From an optimization exercise on the open Yosys and OpenROAD flow, aimed at small area, a short achievable clock period and few clock cycles per item; shortcuts taken in it are not production practice.
RTL that was checked went through simulation tests only; none was proved equivalent to the original.
Power and IR drop assume default switching activity.

// rgb565_hsl_color_classifier
module rgb565_hsl_color_classifier (
  input  logic        clk,
  input  logic        rst_n,
  input  logic        start,
  output logic        busy,
  input  logic [15:0] in_pixel,
  output logic        out_valid,
  output logic [7:0]  out_hue,
  output logic [7:0]  out_lightness,
  output logic [7:0]  out_saturation,
  output logic        out_match,
  input  logic        cfg_we,
  input  logic [2:0]  cfg_index,
  input  logic [15:0] cfg_data
);
For scale: roughly 470 flip-flops, about 66 I/O pins, ~0.019 mm² of cells after synthesis.
export LEC_CHECK = 0
export ABC_AREA = 1
export CAP_MARGIN = 20
export CORE_MARGIN = 2
export CORE_UTILIZATION = 40
export CTS_CLUSTER_DIAMETER = 80
export CTS_CLUSTER_SIZE = 28
export PLACE_DENSITY = 0.6
export SETUP_SLACK_MARGIN = 3.8
export SLEW_MARGIN = 20
create_clock -name core_clock -period 6.0 [get_ports {clk}]
standard.sh (not shown) runs the stock make flow with config.mk's settings and CLKGATE_MAP_FILE= SYNTH_SCRIPT=/design/flow/synth_recipe.tcl, a recipe that flattens the netlist after the stock synthesis.
==> flow/flow/run.sh <==
#!/bin/bash
set -euo pipefail
bash standard.sh "BUFFER_PORTS_ARGS=-buffer_cell sky130_fd_sc_hd__buf_2" finish > flow_make.log 2>&1
Then changed:
--- a/flow/design.v
+++ b/flow/design.v
@@ -193,31 +193,31 @@
     snum_c = sflag_c ? {2'b0, d15_c} : {d15_c, 2'b0};
   end
   logic        vr    [9];
   logic [1:0]  selr  [9];
   logic        negr  [9];
   logic        sflr  [9];
   logic [15:0] srem  [9];
-  logic [7:0]  sden  [9];    
+  logic [7:0]  sden  [9];
   logic [7:0]  sq    [9];
   logic [11:0] hrem  [9];
   logic [5:0]  hden  [9];
   logic [5:0]  hq    [9];
   always_ff @(posedge clk) begin
     if (!rst_n) vr[0] <= 1'b0;
     else        vr[0] <= v2;
   end
   always_ff @(posedge clk) begin
     selr[0] <= sel_2;
     negr[0] <= neg_2;
     sflr[0] <= sflag_c;
     srem[0][15:4] <= snum_c;
-    sden[0] <= ~sden_c;
+    sden[0] <= sden_c;
     hrem[0][11:3] <= hnum_c;
-    hden[0] <= ~hden_c;
+    hden[0] <= hden_c;
   end
   assign srem[0][3:0] = '0;
   assign hrem[0][2:0] = '0;
   assign sq[0] = '0;
   assign hq[0] = '0;
   logic [7:0] hue_9, light_10;
   logic s_take_a [8];
@@ -227,15 +227,15 @@
     logic [8:0]  s_top;
     logic [9:0]  s_dif;
     logic        s_take;
     logic [7:0]  s_rem;
     assign s_top  = srem[i][SK+8:SK];
     logic [9:0] s_r;
     logic [16:0] t_s;
-    assign t_s    = add_mx(16'(s_top), {8'hFF, sden[i]}, 1'b1, 9);
+    assign t_s    = add_mx(16'(s_top), ~(16'(sden[i])), 1'b1, 9);
     assign s_r    = t_s[9:0];
     assign s_dif  = {1'b0, s_r[8:0]};
     assign s_take = s_r[9];
     assign s_take_a[i] = s_take;
     assign s_rem  = s_take ? s_dif[7:0] : s_top[7:0];
     always_ff @(posedge clk) begin
       if (!rst_n) vr[i+1] <= 1'b0;
@@ -270,15 +270,15 @@
       logic [6:0] h_top;
       logic [7:0] h_dif;
       logic       h_take;
       logic [5:0] h_rem;
       assign h_top  = hrem[i][HK+6:HK];
       logic [9:0] h_r;
       logic [16:0] t_h;
-        assign t_h    = add_mx(16'(h_top), {10'h3FF, hden[i]}, 1'b1, 7);
+        assign t_h    = add_mx(16'(h_top), ~(16'(hden[i])), 1'b1, 7);
         assign h_r    = t_h[9:0];
       assign h_dif  = {1'b0, h_r[6:0]};
       assign h_take = h_r[7];
       assign h_rem  = h_take ? h_dif[5:0] : h_top[5:0];
       always_ff @(posedge clk) hq[i+1] <= {hq[i][4:0], h_take};
       if (HK > 0) begin : g_hcarry
         always_ff @(posedge clk) begin
@@ -315,15 +315,15 @@
   logic [7:0] hue_r9;
   always_ff @(posedge clk) hue_r9 <= hue_9;
   logic [6:0]  s_rec;
   logic [14:0] light_prod;
   logic [16:0] t_l;
   logic [7:0]  light_r10;
   always_comb begin
-    s_rec = sflr[6] ? ~sden[6][6:0] : {1'b1, sden[6][7:2]};
+    s_rec = sflr[6] ? sden[6][6:0] : {1'b1, ~sden[6][7:2]};
     t_l = add_mx(16'({s_rec, 1'b0, s_rec}), ~(16'({s_rec, 4'b0})), 1'b1, 15);
     light_prod = t_l[14:0];
     light_10 = light_prod[14:7];
   end
   always_ff @(posedge clk) light_r10 <= light_10;
   logic [8:0] hue_e, hue_c;
   logic       hue_and;
Result: Power grows by 0.62%. First-iteration DRC count shrinks by 15%. Wire length grows by 0.36%. Non-clock buffer count shrinks by 1. Clock-buffer cell count shrinks by 3. Global-route usage shrinks by 0.48 points. Critical path depth does not change. Cell area shrinks by 0.54%. Die area grows by 0.39%. Register-to-register slack is worse by 0.13 ns.
Testbench counts after the change, summed over its fixed seeds: cycles 24,088, pixels 24,000.
No functional check of the RTL was part of the first run of this note.

---

quartz:
rgb565_hsl_color_classifier, a different RTL version from the one above (not shown whole).
Size: roughly 2200 cells after synthesis, ~470 flip-flops, ~66 I/O pins, ~0.020 mm2 of cells after synthesis.
export LEC_CHECK = 0
export ABC_AREA = 1
export CAP_MARGIN = 20
export CORE_MARGIN = 2
export CORE_UTILIZATION = 40
export CTS_CLUSTER_DIAMETER = 80
export CTS_CLUSTER_SIZE = 28
export PLACE_DENSITY = 0.6
export SETUP_SLACK_MARGIN = 3.7
export SLEW_MARGIN = 20
create_clock -name core_clock -period 6.0 [get_ports {clk}]
Scripts as last shown in full above: flow/flow/run.sh
Testbench counts of quartz, summed over its fixed seeds: cycles 24,088, pixels 24,000.
diff inputs: quartz => raven
-- flow/design.v --
<<< quartz, line 210
  assign hq[0] = '0;
  logic [7:0] hue_9, light_10;
  logic s_take_a [8];
  for (genvar i = 0; i < 8; i++) begin : g_row
    localparam int SK = 7 - i;
>>> raven, line 210
  assign hq[0] = '0;
  logic [7:0] hue_9, light_10;
  logic [7:0] hue_10;
  logic       hue_ok_10;
  for (genvar i = 0; i < 8; i++) begin : g_row
    localparam int SK = 7 - i;
<<< quartz, line 223
    assign s_dif  = {1'b0, s_r[8:0]};
    assign s_take = s_r[9];
    assign s_take_a[i] = s_take;
    assign s_rem  = s_take ? s_dif[7:0] : s_top[7:0];
    always_ff @(posedge clk) begin
>>> raven, line 224
    assign s_dif  = {1'b0, s_r[8:0]};
    assign s_take = s_r[9];
    assign s_rem  = s_take ? s_dif[7:0] : s_top[7:0];
    always_ff @(posedge clk) begin
<<< quartz, line 300
  logic [6:0]  s_rec;
  logic [14:0] light_prod;
  logic [7:0]  light_r10;
  always_comb begin
    s_rec = sflr[6] ? sden[6][6:0] : {1'b1, ~sden[6][7:2]};
    light_prod = {s_rec, 8'b0} - {4'b0, s_rec, 4'b0} + {8'b0, s_rec};   
    light_10 = light_prod[14:7];
  end
  always_ff @(posedge clk) light_r10 <= light_10;
  logic [8:0] hue_e, hue_c;
  logic       hue_and;
>>> raven, line 300
  logic [6:0]  s_rec;
  logic [14:0] light_prod;
  always_comb begin
    s_rec = sflr[7] ? sden[7][6:0] : {1'b1, ~sden[7][7:2]};
    light_prod = {s_rec, 8'b0} - {4'b0, s_rec, 4'b0} + {8'b0, s_rec};   
    light_10 = light_prod[14:7];
  end
  logic [8:0] hue_e, hue_c;
  logic       hue_and;
<<< quartz, line 339
  assign hue_ge = {1'b0, hue_r9} >= hue_e_r;
  assign hue_lt = {1'b0, hue_r9} <  hue_c_r;
  logic [7:0] sat_p0, sat_p1;
  logic       sat_ok0, sat_ok1, hue_ok, light_ok, match_m;
  always_comb begin
    sat_p0   = {sq[7][6:0], 1'b0};
    sat_p1   = {sq[7][6:0], 1'b1};
    sat_ok0  = (sat_p0 > sat_low_r) && (sat_p0 < sat_high_r);
    sat_ok1  = (sat_p1 > sat_low_r) && (sat_p1 < sat_high_r);
    hue_ok   = hue_and_r ? (hue_ge && hue_lt) : (hue_ge || hue_lt);
    light_ok = (light_r10 > light_low_r) && (light_r10 < light_high_r);
    match_m  = hue_ok && light_ok && (s_take_a[7] ? sat_ok1 : sat_ok0);
  end
  always_ff @(posedge clk) begin
    out_hue       <= hue_r9;
    out_lightness <= light_r10;
    out_match     <= match_m;
  end
  assign out_saturation = sq[8];
  assign out_valid      = vr[8];
endmodule
>>> raven, line 337
  assign hue_ge = {1'b0, hue_r9} >= hue_e_r;
  assign hue_lt = {1'b0, hue_r9} <  hue_c_r;
  logic [7:0] light_11;
  always_ff @(posedge clk) begin
    hue_10    <= hue_r9;
    light_11  <= light_10;
    hue_ok_10 <= hue_and_r ? (hue_ge && hue_lt) : (hue_ge || hue_lt);
  end
  logic [7:0] sat_11;
  logic       match_m;
  assign sat_11  = sq[8];
  assign match_m = hue_ok_10 && (light_11 > light_low_r) && (light_11 < light_high_r) &&
                   (sat_11 > sat_low_r) && (sat_11 < sat_high_r);
  always_ff @(posedge clk) begin
    if (!rst_n) out_valid <= 1'b0;
    else        out_valid <= vr[8];
  end
  always_ff @(posedge clk) begin
    out_hue        <= hue_10;
    out_lightness  <= light_11;
    out_saturation <= sat_11;
    out_match      <= match_m;
  end
endmodule
[summary]
- The final clock period utilization by the worst path on quartz is in line with that on raven.
- raven — number of standard cells after synthesis about 2.7% lower, quartz as reference
- Diff quartz -> raven | relative contribution of the clock network to total power | decrease of 0.6 points
- As of raven, first-pass GRT wire length had fallen slightly compared to quartz.
- Total number of sequential cells in raven is 19 higher than in quartz
- [diff] setup slack after placement, raven relative to quartz: improvement
- Between raven and quartz, it is raven whose proportion of power drawn by combinational gates is lower, by 1.8 points.
- Compared quartz against raven; fmax within noise.
- Run comparison: quartz slowest cell on the critical path dfxtp_4; raven slowest cell on the critical path dfxtp_2
- raven ends up with a routed wire length that is about 1.5% higher than in quartz.
Testbench counts of raven, summed over its fixed seeds: cycles 24,096, pixels 24,000.

---

rgb565_hsl_color_classifier with an RTL version that a note above also has.
Size: about 470 flip-flops, ~66 I/O pins.
export LEC_CHECK = 0
export ABC_AREA = 1
export CAP_MARGIN = 20
export CORE_MARGIN = 2
export CORE_UTILIZATION = 65
export CTS_CLUSTER_DIAMETER = 80
export CTS_CLUSTER_SIZE = 28
export PLACE_DENSITY = 0.75
export SETUP_SLACK_MARGIN = 3.8
export SLEW_MARGIN = 20
create_clock -name core_clock -period 6.0 [get_ports {clk}]
Scripts as last shown in full above: flow/flow/run.sh
Testbench counts at the start, summed over its fixed seeds: cycles 24,088, pixels 24,000.
Next try:
--- a/flow/design.v
+++ b/flow/design.v
@@ -311,23 +311,12 @@
     endcase
     t_hue = add_mx(16'(ofs_h), negr[6] ? ~(16'(hq[6])) : 16'(hq[6]), negr[6], 8);
     hue_9 = t_hue[7:0];
   end
   logic [7:0] hue_r9;
   always_ff @(posedge clk) hue_r9 <= hue_9;
-  logic [6:0]  s_rec;
-  logic [14:0] light_prod;
-  logic [16:0] t_l;
-  logic [7:0]  light_r10;
-  always_comb begin
-    s_rec = sflr[6] ? sden[6][6:0] : {1'b1, ~sden[6][7:2]};
-    t_l = add_mx(16'({s_rec, 1'b0, s_rec}), ~(16'({s_rec, 4'b0})), 1'b1, 15);
-    light_prod = t_l[14:0];
-    light_10 = light_prod[14:7];
-  end
-  always_ff @(posedge clk) light_r10 <= light_10;
   logic [8:0] hue_e, hue_c;
   logic       hue_and;
   logic       lo_hi0, hi_hi0, lo_ff;
   always_comb begin
     lo_hi0 = (hue_low_r[15:8] == 8'h00);
     hi_hi0 = (hue_high_r[15:8] == 8'h00);
@@ -344,36 +333,45 @@
       else if (hue_high_r[15:9] == 7'd0 && hue_high_r[8:0] < 9'd496)
         hue_c = hue_high_r[8:0] - 9'd240;
       else
         hue_c = 9'd256;
     end
   end
-  logic [8:0] hue_e_r, hue_c_r;
+  logic [7:0] hue_e_r, hue_c_r;
   logic       hue_and_r;
   always_ff @(posedge clk) begin
-    hue_e_r   <= hue_e;
-    hue_c_r   <= hue_c;
+    hue_e_r   <= hue_e[8] ? 8'hFF : hue_e[7:0];
+    hue_c_r   <= hue_c[8] ? 8'hFF : hue_c[7:0];
     hue_and_r <= hue_and;
   end
   logic hue_ge, hue_lt;
-  assign hue_ge =  ge_mx(16'(hue_r9), 16'(hue_e_r), 9);
-  assign hue_lt = !ge_mx(16'(hue_r9), 16'(hue_c_r), 9);
+  assign hue_ge =  ge_mx(16'(hue_r9), 16'(hue_e_r), 8);
+  assign hue_lt = !ge_mx(16'(hue_r9), 16'(hue_c_r), 8);
+  logic [6:0]  s_rec;
+  logic [14:0] light_prod;
+  logic [16:0] t_l;
+  always_comb begin
+    s_rec = sflr[7] ? sden[7][6:0] : {1'b1, ~sden[7][7:2]};
+    t_l = add_mx(16'({s_rec, 1'b0, s_rec}), ~(16'({s_rec, 4'b0})), 1'b1, 15);
+    light_prod = t_l[14:0];
+    light_10 = light_prod[14:7];
+  end
   logic [7:0] sat_p0, sat_p1;
   logic       sat_ok0, sat_ok1, hue_ok, light_ok, match_m;
   always_comb begin
     sat_p0   = {sq[7][6:0], 1'b0};
     sat_p1   = {sq[7][6:0], 1'b1};
     sat_ok0  = !ge_mx(16'(sat_low_r), 16'(sat_p0), 8) && !ge_mx(16'(sat_p0), 16'(sat_high_r), 8);
     sat_ok1  = !ge_mx(16'(sat_low_r), 16'(sat_p1), 8) && !ge_mx(16'(sat_p1), 16'(sat_high_r), 8);
     hue_ok   = hue_and_r ? (hue_ge && hue_lt) : (hue_ge || hue_lt);
-    light_ok = !ge_mx(16'(light_low_r), 16'(light_r10), 8) &&
-               !ge_mx(16'(light_r10), 16'(light_high_r), 8);
+    light_ok = !ge_mx(16'(light_low_r), 16'(light_10), 8) &&
+               !ge_mx(16'(light_10), 16'(light_high_r), 8);
     match_m  = hue_ok && light_ok && (s_take_a[7] ? sat_ok1 : sat_ok0);
   end
   always_ff @(posedge clk) begin
     out_hue       <= hue_r9;
-    out_lightness <= light_r10;
+    out_lightness <= light_10;
     out_match     <= match_m;
   end
   assign out_saturation = sq[8];
   assign out_valid      = vr[8];
 endmodule
Outcome: The new run passed the timing, design-rule and antenna checks; power went up by a little under a tenth; sequential power went down slightly; sequential share of layout area went down by 0.89 points; routed wire length went up by a little under a tenth; die area went down by a few percent; setup slack is worse by 0.26 ns; global-route usage went up by 1.4 points; clock-buffer cell count went down by 2; clock power went down by a few percent; synthesized cell count went down by a few percent; synthesized area went down by a few percent; via count hardly moves; final cell count went down by a few percent.
Function not checked in the second run of this note: the RTL went through the layout flow alone.

---

rgb565_hsl_color_classifier again, from the RTL that the note above started with.
clock: 6.0 ns
lec_check: 0
abc_area: 1
cap_margin: 20
core_margin: 2
core_utilization: 70
cts_cluster_diameter: 80
cts_cluster_size: 28
place_density: 0.8
setup_slack_margin: 3.8
slew_margin: 20
Scripts as last shown in full above: flow/flow/run.sh
Testbench counts at the start, summed over its fixed seeds: cycles 24,088, pixels 24,000.
Next try:
--- a/flow/design.v
+++ b/flow/design.v
@@ -343,24 +343,24 @@
         hue_c = {1'b0, hue_high_r[7:0]};
       else if (hue_high_r[15:9] == 7'd0 && hue_high_r[8:0] < 9'd496)
         hue_c = hue_high_r[8:0] - 9'd240;
       else
         hue_c = 9'd256;
     end
   end
-  logic [8:0] hue_e_r, hue_c_r;
+  logic [7:0] hue_e_r, hue_c_r;
   logic       hue_and_r;
   always_ff @(posedge clk) begin
-    hue_e_r   <= hue_e;
-    hue_c_r   <= hue_c;
+    hue_e_r   <= hue_e[8] ? 8'hFF : hue_e[7:0];
+    hue_c_r   <= hue_c[8] ? 8'hFF : hue_c[7:0];
     hue_and_r <= hue_and;
   end
   logic hue_ge, hue_lt;
-  assign hue_ge =  ge_mx(16'(hue_r9), 16'(hue_e_r), 9);
-  assign hue_lt = !ge_mx(16'(hue_r9), 16'(hue_c_r), 9);
+  assign hue_ge =  ge_mx(16'(hue_r9), 16'(hue_e_r), 8);
+  assign hue_lt = !ge_mx(16'(hue_r9), 16'(hue_c_r), 8);
   logic [7:0] sat_p0, sat_p1;
   logic       sat_ok0, sat_ok1, hue_ok, light_ok, match_m;
   always_comb begin
     sat_p0   = {sq[7][6:0], 1'b0};
     sat_p1   = {sq[7][6:0], 1'b1};
     sat_ok0  = !ge_mx(16'(sat_low_r), 16'(sat_p0), 8) && !ge_mx(16'(sat_p0), 16'(sat_high_r), 8);
     sat_ok1  = !ge_mx(16'(sat_low_r), 16'(sat_p1), 8) && !ge_mx(16'(sat_p1), 16'(sat_high_r), 8);
The changed run ran to the end with no violations; power barely changes; utilization barely changes; hold slack barely changes; clock-buffer cell count fell by 1; sequential power barely changes; synthesized area fell by 0.89%; design area fell by about 0.6%; global-route usage rose by 0.32 points; die area fell by 0.87%; worst setup slack gets worse by 0.046 ns.
Only the layout flow was run in the second run of this note; the RTL was not checked for function there.

port drivers added, routing unchanged:
Ports are ideal in the flow. The routed layouts listed here were re-timed in OpenROAD.
Step 1 (the two cells are an assumption about what drives the block):
set clk [get_ports {clk}]
set_driving_cell -lib_cell sky130_fd_sc_hd__clkbuf_16 $clk
set_driving_cell -lib_cell sky130_fd_sc_hd__buf_2 [delete_from_list [all_inputs] $clk]
Step 2, shift: input delay + t, output delay - t, t = (earliest + latest rising clock arrival at the registers) / 2. This alone moves slack from input paths to output paths.
a / b / c = no drivers / after step 1 / after step 2; a / b = the first two.
| run | t (ns) | setup WS [ns] | worst setup path after step 2 | slew at the worst register clock pin (ns) | worst slew at a driven data input, ns |
|---|---|---|---|---|---|
| the first run of note 1 | 0.615 | 3.775 / 3.718 / 3.398 | input to register | 0.10 / 0.10 | 0.03 |
| the second run of note 1 | 0.605 | 3.769 / 3.717 / 3.401 | input to register | 0.11 / 0.11 | 0.04 |
| quartz | 0.630 | 3.725 / 3.671 / 3.334 | input to register | 0.10 / 0.10 | 0.04 |
| raven | 0.630 | 3.730 / 3.672 / 3.397 | input to register | 0.10 / 0.10 | 0.04 |
| the first run of note 3 | 0.574 | 3.815 / 3.765 / 3.361 | input to register | 0.11 / 0.11 | 0.03 |
| the second run of note 3 | 0.576 | 3.559 / 3.559 / 3.346 | input to register | 0.11 / 0.11 | 0.08 |
| the first run of note 4 | 0.573 | 3.823 / 3.774 / 3.325 | input to register | 0.11 / 0.11 | 0.04 |
| the second run of note 4 | 0.585 | 3.777 / 3.727 / 3.392 | input to register | 0.10 / 0.10 | 0.08 |
After both steps setup and hold are still met in every run listed. The setup slack of the first run of note 4, which loses most, moves by -0.049 ns with the drivers and by -0.498 ns with both steps.
